Context: an optimization exercise on an open-source flow, tuned for small area and a short achievable clock period. The choices shown serve that exercise and are no tape-out recipe. Function was checked by simulation only, so behaviour that the tests miss may differ from the original. Power and IR drop assume default switching activity.

<file path="design.v">
`default_nettype none
package mm_pkg;
  localparam int ARRAY_N = 3;
  localparam int ELEM_W = 8;
  localparam int ACC_W  = 16;
  typedef logic signed [ELEM_W-1:0] elem_t;
  typedef logic signed [ACC_W-1:0]  acc_t;
  typedef enum logic [1:0] {
    SEQ_IDLE = 2'd0,
    SEQ_RUN  = 2'd1,
    SEQ_DONE = 2'd2
  } seq_state_t;
endpackage
`default_nettype wire
`default_nettype none
package mm_regs_pkg;
  localparam int AXI_ADDR_W = 8;
  localparam int AXI_DATA_W = 32;
  localparam logic [AXI_ADDR_W-1:0] REG_CTRL   = 8'h00;
  localparam logic [AXI_ADDR_W-1:0] REG_STATUS = 8'h04;
  localparam logic [AXI_ADDR_W-1:0] OPND_BASE  = 8'h40;
  localparam logic [AXI_ADDR_W-1:0] RES_BASE   = 8'h80;
  localparam int CTRL_START = 0;
  localparam int CTRL_CLEAR = 1;
  localparam int STAT_BUSY = 0;
  localparam int STAT_DONE = 1;
  localparam int STAT_FULL = 2;
  typedef enum logic [1:0] {
    RESP_OKAY   = 2'b00,
    RESP_SLVERR = 2'b10
  } axi_resp_t;
endpackage
`default_nettype wire
`timescale 1ns/1ps
`default_nettype none
module mm_pe (
  input  logic          clk,
  input  logic          rst_n,
  input  logic          i_clear_acc,
  input  mm_pkg::elem_t i_a,
  input  mm_pkg::elem_t i_b,
  output mm_pkg::elem_t o_a,
  output mm_pkg::elem_t o_b,
  output mm_pkg::acc_t  o_acc
);
  mm_pkg::elem_t a_q;
  mm_pkg::elem_t b_q;
  mm_pkg::acc_t  acc_q;
  mm_pkg::acc_t  prod;
  assign prod = i_a * i_b;
  always_ff @(posedge clk or negedge rst_n) begin
    if (!rst_n) begin
      a_q   <= '0;
      b_q   <= '0;
      acc_q <= '0;
    end else begin
      a_q <= i_a;
      b_q <= i_b;
      if (i_clear_acc) begin
        acc_q <= '0;
      end else begin
        acc_q <= acc_q + prod;
      end
    end
  end
  assign o_a   = a_q;
  assign o_b   = b_q;
  assign o_acc = acc_q;
endmodule
`default_nettype wire
`timescale 1ns/1ps
`default_nettype none
module mm_systolic_array #(
  parameter int N = mm_pkg::ARRAY_N
) (
  input  logic                          clk,
  input  logic                          rst_n,
  input  logic                          i_clear_acc,
  input  mm_pkg::elem_t [N-1:0]         i_row_a,
  input  mm_pkg::elem_t [N-1:0]         i_col_b,
  output mm_pkg::acc_t  [N-1:0][N-1:0]  o_results
);
  mm_pkg::elem_t a_link [N][N+1];
  mm_pkg::elem_t b_link [N+1][N];
  for (genvar i = 0; i < N; i++) begin : g_edge
    assign a_link[i][0] = i_row_a[i];
    assign b_link[0][i] = i_col_b[i];
  end
  for (genvar i = 0; i < N; i++) begin : g_row
    for (genvar j = 0; j < N; j++) begin : g_col
      mm_pe u_pe (
        .clk         (clk),
        .rst_n       (rst_n),
        .i_clear_acc (i_clear_acc),
        .i_a         (a_link[i][j]),
        .i_b         (b_link[i][j]),
        .o_a         (a_link[i][j+1]),
        .o_b         (b_link[i+1][j]),
        .o_acc       (o_results[i][j])
      );
    end
  end
endmodule
`default_nettype wire
`timescale 1ns/1ps
`default_nettype none
module mm_operand_bank #(
  parameter int N = mm_pkg::ARRAY_N
) (
  input  logic                          clk,
  input  logic                          rst_n,
  input  logic                          i_opnd_we,
  input  logic [$clog2(2*N*N)-1:0]      i_opnd_idx,
  input  mm_pkg::elem_t                 i_opnd_data,
  input  logic                          i_clear_pulse,
  output logic                          o_full,
  output mm_pkg::elem_t [N-1:0][N-1:0]  o_a_mat,
  output mm_pkg::elem_t [N-1:0][N-1:0]  o_b_mat
);
  localparam int SLOTS = 2 * N * N;
  mm_pkg::elem_t    slot_q [SLOTS];
  logic [SLOTS-1:0] mask_q;
  always_ff @(posedge clk) begin
    if (i_opnd_we) begin
      slot_q[i_opnd_idx] <= i_opnd_data;
    end
  end
  always_ff @(posedge clk or negedge rst_n) begin
    if (!rst_n) begin
      mask_q <= '0;
    end else if (i_clear_pulse) begin
      mask_q <= '0;
    end else if (i_opnd_we) begin
      mask_q[i_opnd_idx] <= 1'b1;
    end
  end
  assign o_full = &mask_q;
  always_comb begin
    for (int r = 0; r < N; r++) begin
      for (int c = 0; c < N; c++) begin
        o_a_mat[r][c] = slot_q[r * N + c];
        o_b_mat[r][c] = slot_q[N * N + r * N + c];
      end
    end
  end
endmodule
`default_nettype wire
`timescale 1ns/1ps
`default_nettype none
module mm_skew_feeder #(
  parameter int N = mm_pkg::ARRAY_N
) (
  input  logic                          clk,
  input  logic                          rst_n,
  input  logic                          i_start_pulse,
  input  logic                          i_full,
  output logic                          o_busy,
  output logic                          o_done,
  input  mm_pkg::elem_t [N-1:0][N-1:0]  i_a_mat,
  input  mm_pkg::elem_t [N-1:0][N-1:0]  i_b_mat,
  output mm_pkg::elem_t [N-1:0]         o_row_a,
  output mm_pkg::elem_t [N-1:0]         o_col_b,
  output logic                          o_clear_acc
);
  localparam int LAST  = 3 * N - 2;
  localparam int CNT_W = $clog2(LAST + 1);
  mm_pkg::seq_state_t    state_q;
  logic [CNT_W-1:0]      cnt_q;
  logic                  accept;
  mm_pkg::elem_t [N-1:0] sel_a;
  mm_pkg::elem_t [N-1:0] sel_b;
  assign accept      = i_start_pulse && i_full && (state_q != mm_pkg::SEQ_RUN);
  assign o_clear_acc = accept;
  assign o_busy   = (state_q == mm_pkg::SEQ_RUN);
  assign o_done   = (state_q == mm_pkg::SEQ_DONE);
  always_ff @(posedge clk or negedge rst_n) begin
    if (!rst_n) begin
      state_q <= mm_pkg::SEQ_IDLE;
      cnt_q   <= '0;
    end else if (accept) begin
      state_q <= mm_pkg::SEQ_RUN;
      cnt_q   <= '0;
    end else if (state_q == mm_pkg::SEQ_RUN) begin
      if (cnt_q == CNT_W'(LAST)) begin
        state_q <= mm_pkg::SEQ_DONE;
      end else begin
        cnt_q <= cnt_q + 1'b1;
      end
    end
  end
  always_comb begin
    sel_a = '0;
    sel_b = '0;
    if (state_q == mm_pkg::SEQ_RUN) begin
      for (int k = 0; k < N; k++) begin
        if (cnt_q == k) begin
          for (int i = 0; i < N; i++) begin
            sel_a[i] = i_a_mat[i][k];
            sel_b[i] = i_b_mat[k][i];
          end
        end
      end
    end
  end
  for (genvar i = 0; i < N; i++) begin : g_lane
    if (i == 0) begin : g_direct
      assign o_row_a[i] = sel_a[i];
      assign o_col_b[i] = sel_b[i];
    end else begin : g_skew
      logic [2*mm_pkg::ELEM_W-1:0] pipe_q [i];
      always_ff @(posedge clk or negedge rst_n) begin
        if (!rst_n) begin
          for (int s = 0; s < i; s++) begin
            pipe_q[s] <= '0;
          end
        end else begin
          pipe_q[0] <= {sel_a[i], sel_b[i]};
          for (int s = 1; s < i; s++) begin
            pipe_q[s] <= pipe_q[s-1];
          end
        end
      end
      assign o_row_a[i] = pipe_q[i-1][2*mm_pkg::ELEM_W-1:mm_pkg::ELEM_W];
      assign o_col_b[i] = pipe_q[i-1][mm_pkg::ELEM_W-1:0];
    end
  end
endmodule
`default_nettype wire
`timescale 1ns/1ps
`default_nettype none
module mm_axil_slave #(
  parameter int N = mm_pkg::ARRAY_N
) (
  input  logic                                clk,
  input  logic                                rst_n,
  input  logic                                i_awvalid,
  output logic                                o_awready,
  input  logic [mm_regs_pkg::AXI_ADDR_W-1:0]  i_awaddr,
  input  logic                                i_wvalid,
  output logic                                o_wready,
  input  logic [mm_regs_pkg::AXI_DATA_W-1:0]  i_wdata,
  output logic                                o_bvalid,
  input  logic                                i_bready,
  output logic [1:0]                          o_bresp,
  input  logic                                i_arvalid,
  output logic                                o_arready,
  input  logic [mm_regs_pkg::AXI_ADDR_W-1:0]  i_araddr,
  output logic                                o_rvalid,
  input  logic                                i_rready,
  output logic [mm_regs_pkg::AXI_DATA_W-1:0]  o_rdata,
  output logic [1:0]                          o_rresp,
  output logic                                o_opnd_we,
  output logic [$clog2(2*N*N)-1:0]            o_opnd_idx,
  output mm_pkg::elem_t                       o_opnd_data,
  output logic                                o_start_pulse,
  output logic                                o_clear_pulse,
  input  logic                                i_full,
  input  logic                                i_busy,
  input  logic                                i_done,
  input  mm_pkg::acc_t [N-1:0][N-1:0]         i_results
);
  localparam int SLOTS   = 2 * N * N;
  localparam int RESULTS = N * N;
  localparam int IDX_W   = $clog2(SLOTS);
  logic                               wr_go;
  logic                               wr_is_ctrl;
  logic                               wr_is_opnd;
  logic [mm_regs_pkg::AXI_ADDR_W-1:0] wr_off;
  logic                               bvalid_q;
  mm_regs_pkg::axi_resp_t             bresp_q;
  logic                               start_q;
  logic                               clear_q;
  logic                               we_q;
  logic [IDX_W-1:0]                   idx_q;
  mm_pkg::elem_t                      data_q;
  logic                               ar_go;
  logic                               arready_q;
  logic                               rvalid_q;
  mm_regs_pkg::axi_resp_t             rresp_q;
  logic [mm_regs_pkg::AXI_DATA_W-1:0] rdata_q;
  logic [mm_regs_pkg::AXI_ADDR_W-1:0] rd_off;
  logic [mm_regs_pkg::AXI_DATA_W-1:0] rd_data;
  mm_regs_pkg::axi_resp_t             rd_resp;
  assign wr_go     = i_awvalid && i_wvalid && !bvalid_q;
  assign o_awready = wr_go;
  assign o_wready  = wr_go;
  assign wr_off     = i_awaddr - mm_regs_pkg::OPND_BASE;
  assign wr_is_ctrl = (i_awaddr == mm_regs_pkg::REG_CTRL);
  assign wr_is_opnd = (i_awaddr >= mm_regs_pkg::OPND_BASE) && (wr_off < 4 * SLOTS) &&
                      (i_awaddr[1:0] == 2'b00);
  always_ff @(posedge clk or negedge rst_n) begin
    if (!rst_n) begin
      bvalid_q <= 1'b0;
      bresp_q  <= mm_regs_pkg::RESP_OKAY;
      start_q  <= 1'b0;
      clear_q  <= 1'b0;
      we_q     <= 1'b0;
    end else begin
      start_q <= 1'b0;
      clear_q <= 1'b0;
      we_q    <= 1'b0;
      if (bvalid_q && i_bready) begin
        bvalid_q <= 1'b0;
      end
      if (wr_go) begin
        bvalid_q <= 1'b1;
        bresp_q  <= mm_regs_pkg::RESP_OKAY;
        if (wr_is_ctrl) begin
          start_q <= i_wdata[mm_regs_pkg::CTRL_START];
          clear_q <= i_wdata[mm_regs_pkg::CTRL_CLEAR];
        end else if (wr_is_opnd && !i_busy) begin
          we_q <= 1'b1;
        end else begin
          bresp_q <= mm_regs_pkg::RESP_SLVERR;
        end
      end
    end
  end
  always_ff @(posedge clk) begin
    if (wr_go) begin
      idx_q  <= IDX_W'(wr_off >> 2);
      data_q <= i_wdata[mm_pkg::ELEM_W-1:0];
    end
  end
  assign o_bvalid         = bvalid_q;
  assign o_bresp          = bresp_q;
  assign o_opnd_we     = we_q;
  assign o_opnd_idx    = idx_q;
  assign o_opnd_data   = data_q;
  assign o_start_pulse = start_q;
  assign o_clear_pulse = clear_q;
  assign rd_off = i_araddr - mm_regs_pkg::RES_BASE;
  always_comb begin
    rd_data = '0;
    rd_resp = mm_regs_pkg::RESP_SLVERR;
    if (i_araddr == mm_regs_pkg::REG_CTRL) begin
      rd_resp = mm_regs_pkg::RESP_OKAY;
    end else if (i_araddr == mm_regs_pkg::REG_STATUS) begin
      rd_resp = mm_regs_pkg::RESP_OKAY;
      rd_data[mm_regs_pkg::STAT_BUSY] = i_busy;
      rd_data[mm_regs_pkg::STAT_DONE] = i_done;
      rd_data[mm_regs_pkg::STAT_FULL] = i_full;
    end else if (i_araddr >= mm_regs_pkg::RES_BASE && i_araddr[1:0] == 2'b00) begin
      for (int k = 0; k < RESULTS; k++) begin
        if (rd_off == 4 * k) begin
          rd_resp = mm_regs_pkg::RESP_OKAY;
          rd_data = {{(mm_regs_pkg::AXI_DATA_W - mm_pkg::ACC_W){i_results[k / N][k % N][mm_pkg::ACC_W-1]}},
                     i_results[k / N][k % N]};
        end
      end
    end
  end
  assign ar_go     = i_arvalid && arready_q;
  assign o_arready = arready_q;
  always_ff @(posedge clk or negedge rst_n) begin
    if (!rst_n) begin
      arready_q <= 1'b0;
      rvalid_q  <= 1'b0;
      rresp_q   <= mm_regs_pkg::RESP_OKAY;
    end else if (ar_go) begin
      arready_q <= 1'b0;
      rvalid_q  <= 1'b1;
      rresp_q   <= rd_resp;
    end else begin
      if (rvalid_q && i_rready) begin
        rvalid_q <= 1'b0;
      end
      arready_q <= !rvalid_q || i_rready;
    end
  end
  always_ff @(posedge clk) begin
    if (ar_go) begin
      rdata_q <= rd_data;
    end
  end
  assign o_rvalid = rvalid_q;
  assign o_rdata  = rdata_q;
  assign o_rresp  = rresp_q;
endmodule
`default_nettype wire
`timescale 1ns/1ps
`default_nettype none
module mm_top #(
  parameter int N = mm_pkg::ARRAY_N
) (
  input  logic                                clk,
  input  logic                                rst_n,
  input  logic                                i_awvalid,
  output logic                                o_awready,
  input  logic [mm_regs_pkg::AXI_ADDR_W-1:0]  i_awaddr,
  input  logic                                i_wvalid,
  output logic                                o_wready,
  input  logic [mm_regs_pkg::AXI_DATA_W-1:0]  i_wdata,
  input  logic [mm_regs_pkg::AXI_DATA_W/8-1:0] i_wstrb,
  output logic                                o_bvalid,
  input  logic                                i_bready,
  output logic [1:0]                          o_bresp,
  input  logic                                i_arvalid,
  output logic                                o_arready,
  input  logic [mm_regs_pkg::AXI_ADDR_W-1:0]  i_araddr,
  output logic                                o_rvalid,
  input  logic                                i_rready,
  output logic [mm_regs_pkg::AXI_DATA_W-1:0]  o_rdata,
  output logic [1:0]                          o_rresp
);
  logic                         opnd_we;
  logic [$clog2(2*N*N)-1:0]     opnd_idx;
  mm_pkg::elem_t                opnd_data;
  logic                         start_pulse;
  logic                         clear_pulse;
  logic                         full;
  logic                         busy;
  logic                         done;
  mm_pkg::elem_t [N-1:0][N-1:0] a_mat;
  mm_pkg::elem_t [N-1:0][N-1:0] b_mat;
  mm_pkg::elem_t [N-1:0]        row_a;
  mm_pkg::elem_t [N-1:0]        col_b;
  logic                         clear_acc;
  mm_pkg::acc_t  [N-1:0][N-1:0] results;
  mm_axil_slave #(.N(N)) u_slave (
    .clk       (clk),
    .rst_n     (rst_n),
    .i_awvalid (i_awvalid),
    .o_awready (o_awready),
    .i_awaddr  (i_awaddr),
    .i_wvalid  (i_wvalid),
    .o_wready  (o_wready),
    .i_wdata   (i_wdata),
    .o_bvalid  (o_bvalid),
    .i_bready  (i_bready),
    .o_bresp   (o_bresp),
    .i_arvalid (i_arvalid),
    .o_arready (o_arready),
    .i_araddr  (i_araddr),
    .o_rvalid  (o_rvalid),
    .i_rready  (i_rready),
    .o_rdata   (o_rdata),
    .o_rresp   (o_rresp),
    .o_opnd_we     (opnd_we),
    .o_opnd_idx    (opnd_idx),
    .o_opnd_data   (opnd_data),
    .o_start_pulse (start_pulse),
    .o_clear_pulse (clear_pulse),
    .i_full        (full),
    .i_busy        (busy),
    .i_done        (done),
    .i_results (results)
  );
  mm_operand_bank #(.N(N)) u_bank (
    .clk     (clk),
    .rst_n   (rst_n),
    .i_opnd_we     (opnd_we),
    .i_opnd_idx    (opnd_idx),
    .i_opnd_data   (opnd_data),
    .i_clear_pulse (clear_pulse),
    .o_full        (full),
    .o_a_mat (a_mat),
    .o_b_mat (b_mat)
  );
  mm_skew_feeder #(.N(N)) u_feeder (
    .clk         (clk),
    .rst_n       (rst_n),
    .i_start_pulse (start_pulse),
    .i_full        (full),
    .o_busy        (busy),
    .o_done        (done),
    .i_a_mat     (a_mat),
    .i_b_mat     (b_mat),
    .o_row_a     (row_a),
    .o_col_b     (col_b),
    .o_clear_acc (clear_acc)
  );
  mm_systolic_array #(.N(N)) u_array (
    .clk         (clk),
    .rst_n       (rst_n),
    .i_clear_acc (clear_acc),
    .i_row_a     (row_a),
    .i_col_b     (col_b),
    .o_results   (results)
  );
endmodule
`default_nettype wire
</file>
<file path="run.sh">
#!/bin/bash
# synth_recipe.tcl (not shown) runs the flow's synth.tcl, then flattens the netlist and writes it again
# the make line also repeats each setting of config.mk as NAME=value (left out here)
make -C /OpenROAD-flow-scripts/flow DESIGN_CONFIG=/design/flow/config.mk WORK_HOME=/design/flow/orfs CLKGATE_MAP_FILE= SYNTH_SCRIPT=/design/flow/synth_recipe.tcl finish
</file>
<file path="config.mk">
export PLATFORM = sky130hd
export DESIGN_NAME = mm_top
export DESIGN_NICKNAME = mm_top
export VERILOG_FILES = /design/flow/design.v
export SDC_FILE = /design/flow/constraint.sdc
export NUM_CORES = 4
export LEC_CHECK = 0
export CAP_MARGIN = 20
export CORE_MARGIN = 2
export CORE_UTILIZATION = 40
export PLACE_DENSITY = 0.6
export SLEW_MARGIN = 20
</file>
<file path="constraint.sdc">
create_clock -name core_clock -period 8.0 [get_ports {clk}]
set_input_delay 1.6000 -clock core_clock [delete_from_list [all_inputs] [get_ports {clk}]]
set_output_delay 1.6000 -clock core_clock [all_outputs]
set_load 0.01 [all_outputs]
</file>
==> flow_metrics.py <==
metrics = {
    "sta": {
        "worst_pin_slew_ns": 0.977,
        "finalSetupViolations": 0,
        "rsz0062_at_grt": "no",
        "finalMaxSlewViolations": 0,
        "finalSetupTns_ns": 0,
        "postLayoutSetupSlackWorst_ns": 1.15,
        "relSlewSlack": 0.348,
        "finClkSkew_ns": 0.0670,
        "period_share": 0.856,
        "timing.final.crit_period_ns": 6.85,
        "hold_viol_final": 0,
        "fmax_mhz": 146,
    },
    "clock_network": {
        "clock-sinks": 492,
        "cts_tree": "done",
        "cts_buffers": 55,
        "cts_setup_buffers": 0,
        "clk_pin_slew_ns": 0.07,
        "post_cts_resized": 0,
        "worstSkewPairLatency_ns": 0.68,
        "root_buffer": "clkbuf_16",
        "cts-hold-fix-buffers": 0,
        "clockBufferDepth": 3,
        "htreeDepth": 2,
    },
    "synthesis": {
        "synth_warnings": 11,
        "synthArstFlopShare": 0.648,
        "synth_ff_type": "dfrtp_1",
        "syn-mean-instance-area_um2": 10.7,
        "synth_area_leaders": "fa_1, dfrtp_1, edfxtp_1",
        "synth_edf_count": 173,
        "synthDistinctLibCells": 64,
        "ys_seq_elements": 492,
        "synth_area_leader_cell": "fa_1",
        "yosys.area.top_type_share": 0.291,
        "synthCells": 4110,
        "syn-cell-area_um2": 43900,
        "yosys-top-cells-count": "inv_1, fa_1, ha_1",
        "synth.most_common_cell": "inv_1",
        "seq_area_frac_synth": 0.300,
    },
    "floorplanning": {
        "ios": 100,
        "initial_utilization": 0.404,
        "fp.dieH_um": 335,
        "die_width_um": 335,
        "dieArea_um2": 113000,
        "coreArea_um2": 109000,
        "rows": 121,
    },
    "worst_setup_path": {
        "reg2reg_depth": 22,
        "cp-end-kind": "flip-flop",
        "path_depth": 22,
        "crit_arrival_ns": 7.35,
        "path_max_fanout": 32,
        "crit_type": "flip-flop to flip-flop",
        "cp_slowest_cell": "ha_1",
        "critical-path-max-stage-delay_ns": 0.80,
        "cp_cell_sequence": "inv_1 > ha_1 > nand2_1 > a21oi_1 > a21oi_1 > nor2_1 > nand2_1 > fa_1 > inv_1 > fa_1 > inv_1 > fa_1 > inv_1 > fa_1 > fa_1 > ha_1 > o21a_1 > a2111oi_1 > nor3_1 > nor3_1 > xor2_1 > nor2_1",
        "critical_path_buf_inv_count": 4,
        "required_ns": 8.50,
        "startpoint_type": "flip-flop",
        "critPathTopFamily": "adder cells",
        "cp_common_cell": "fa_1",
    },
    "power": {
        "ir_worst_vdd_mv": 0.198,
        "power_frac_comb": 0.026,
        "sequentialPowerShare": 0.478,
        "p_per_area_nw_per_um2": 115,
        "p_sw_uw": 1280,
        "p_leak_uw": 0.0230,
        "total_power_uw": 5550,
        "clkPwrFrac": 0.496,
        "internal_power_uw": 4260,
        "p_sw_frac": 0.231,
    },
    "hold_path": {
        "hold_depth": 0,
        "worstHoldPathType": "flip-flop to flip-flop",
    },
    "global_route": {
        "grt.total_usage": 0.199,
        "grt_pass1_wl_um": 173000,
        "grt_overflow_total": 0,
        "antenna_found_initial": 3,
        "grt_pass1_vias": 30200,
        "grt_max_degree": 130,
    },
    "place": {
        "numPortBuffers": 69,
        "place_area_um2": 46100,
        "hpwl_um": 84400,
        "place_inst": 5511,
        "post-place-ws_ns": 1.29,
        "routabilityCongestion": 0.867,
    },
    "route": {
        "antenna_left": 0,
        "top_layer_used": "met5",
        "vias_per_cell": 5.01,
        "met1Wirelength_um": 47400,
        "routed_wl_um": 107000,
        "wl_per_cell_um": 19.0,
        "drt_iter0_drc": 1575,
        "dr_total_vias": 28100,
        "routed-wl-met2_um": 51400,
        "drc": 0,
        "dr.pass1.iters": 5,
        "dr_wl_met3_um": 5070,
    },
    "flow_run": {
        "cap_violations": 0,
    },
    "final_layout": {
        "layout-drive-gt1-share": 0.0336,
        "diodes": 0,
        "fin_area_um2": 48100,
        "nets": 5197,
        "area_delta_synth_final_pct": 9.42,
        "num-fill-cells": 10200,
        "final_cell_count_no_fill": 5614,
    },
    "outcome": {
        "status": "complete, no violations",
    },
}
[sequential cells by signal, summed over array words and instances (netlist names)]
register                        flops
u_bank.slot_q                     144
u_array.g_row.g_col.u_pe.acc_q    144
u_slave.arready_q                   1
u_slave.start_q                     1
u_feeder.state_q                    2
u_array.g_row.g_col.u_pe.b_q       48
u_bank.mask_q                      18
u_array.g_row.g_col.u_pe.a_q       48
u_slave.rresp_q                     1
u_slave.data_q                      8
u_feeder.g_lane.g_skew.pipe_q      48
u_slave.rvalid_q                    1
u_slave.clear_q                     1
u_slave.we_q                        1
u_slave.idx_q                       5
u_slave.bresp_q                     1
u_feeder.cnt_q                      3
u_slave.rdata_q                    16
u_slave.bvalid_q                    1
[layout by cell type (no fill, tap or decap), types with 20 or more instances in the layout]
cell               n
edfxtp_1         173
a21oi_1           86
xor2_1            36
fa_1             639
xnor2_1          121
nor3_1            63
ha_1             344
inv_1            822
dfrtp_1          319
a22oi_1           38
nor2_1           231
clkdlybuf4s50_1   66
o21a_1            49
o21ai_0           81
and3_1            20
a211oi_1          37
nand2b_1          86
nor2b_1           41
clkbuf_16         57
and2_1           271
nand2_1          342
[logic make-up after synthesis]
group	after synthesis	share of synthesized area
compound gates	416	0.0636
flops	492	0.300
simple gates	1107	0.124
xor+xnor	157	0.0313
other cells	1	0.0000853
fa+ha+maj	983	0.389
mux	31	0.0106
buf+inv	923	0.0811
[layer usage]
metal / global-route usage / vias to the layer above
met5: 0 / -
met4: 0.0514 / 2
met3: 0.0266 / 110
met2: 0.336 / 547
met1: 0.270 / 14500
li1: - / 13000
[power by group through the flow]
stage / logic (uW) / registers, uW / clock network, uW
2_1_floorplan: 53.6 / 2690 / 0
5_1_grt: 160 / 2650 / 2910
3_3_place_gp: 147 / 2700 / 0
4_1_cts: 148 / 2650 / 2810
6_report: 144 / 2650 / 2750
3_5_place_dp: 148 / 2700 / 0
[through the flow]
stage	hold slack (ns)	utilization
after floorplan	0.331	-
after global placement	0.334	0.424
after detailed placement	0.335	0.424
after CTS	0.349	0.441
after global routing	0.359	0.442
final	0.348	0.442
[layout make-up]
cell class / instances / area [um2] / share of cell area
Sequential cell: 492 / 13200 / 0.274
Clock buffer: 70 / 1520 / 0.0315
Timing Repair Buffer: 88 / 863 / 0.0180
Inverter: 822 / 3090 / 0.0642
Multi-Input combinational cell: 2696 / 27200 / 0.566
Tap cell: 1414 / 1770 / 0.0368
Clock inverter: 32 / 435 / 0.00906
[path summary, 6_finish.rpt]
check / start / end / slack (ns)
worst min-delay path: u_feeder.g_lane[2].g_skew.pipe_q[0][1]$_DFF_PN0_ / u_feeder.g_lane[2].g_skew.pipe_q[1][1]$_DFF_PN0_ / 0.35
worst min register to register: u_feeder.g_lane[2].g_skew.pipe_q[0][1]$_DFF_PN0_ / u_feeder.g_lane[2].g_skew.pipe_q[1][1]$_DFF_PN0_ / 0.35
worst max-delay path: u_feeder.cnt_q[1]$_DFFE_PN0P_ / u_array.g_row[0].g_col[0].u_pe.acc_q[13]$_DFF_PN0_ / 1.15
min in group asynchronous: rst_n / u_array.g_row[1].g_col[0].u_pe.acc_q[11]$_DFF_PN0_ / 0.94
worst max register to register: u_feeder.cnt_q[1]$_DFFE_PN0P_ / u_array.g_row[0].g_col[0].u_pe.acc_q[13]$_DFF_PN0_ / 1.15
max in group asynchronous: rst_n / u_array.g_row[1].g_col[1].u_pe.acc_q[13]$_DFF_PN0_ / 5.72

==> port drivers added, routing unchanged <==
The results above use ideal ports. As a check the final layout listed here was re-extracted and re-timed, cells and wires unchanged.
Step 1 (the two cells are an assumption about what drives the block):
set clk [get_ports {clk}]
set_driving_cell -lib_cell sky130_fd_sc_hd__clkbuf_16 $clk
set_driving_cell -lib_cell sky130_fd_sc_hd__buf_2 [delete_from_list [all_inputs] $clk]
Step 2, shift: input delay + t, output delay - t, t = (earliest + latest rising clock arrival at the registers) / 2. This alone moves slack from input paths to output paths.
Slacks: no drivers / after step 1 / after step 2; pairs: no drivers / after step 1.
t (ns): 0.708
setup WS [ns]: 1.150 / 1.150 / 1.150
slew at the worst register clock pin (ns): 0.07 / 0.07
After both steps this run still meets setup and hold. For this run, drivers alone change the setup slack by 0.000 ns; drivers and shift together by 0.000 ns.
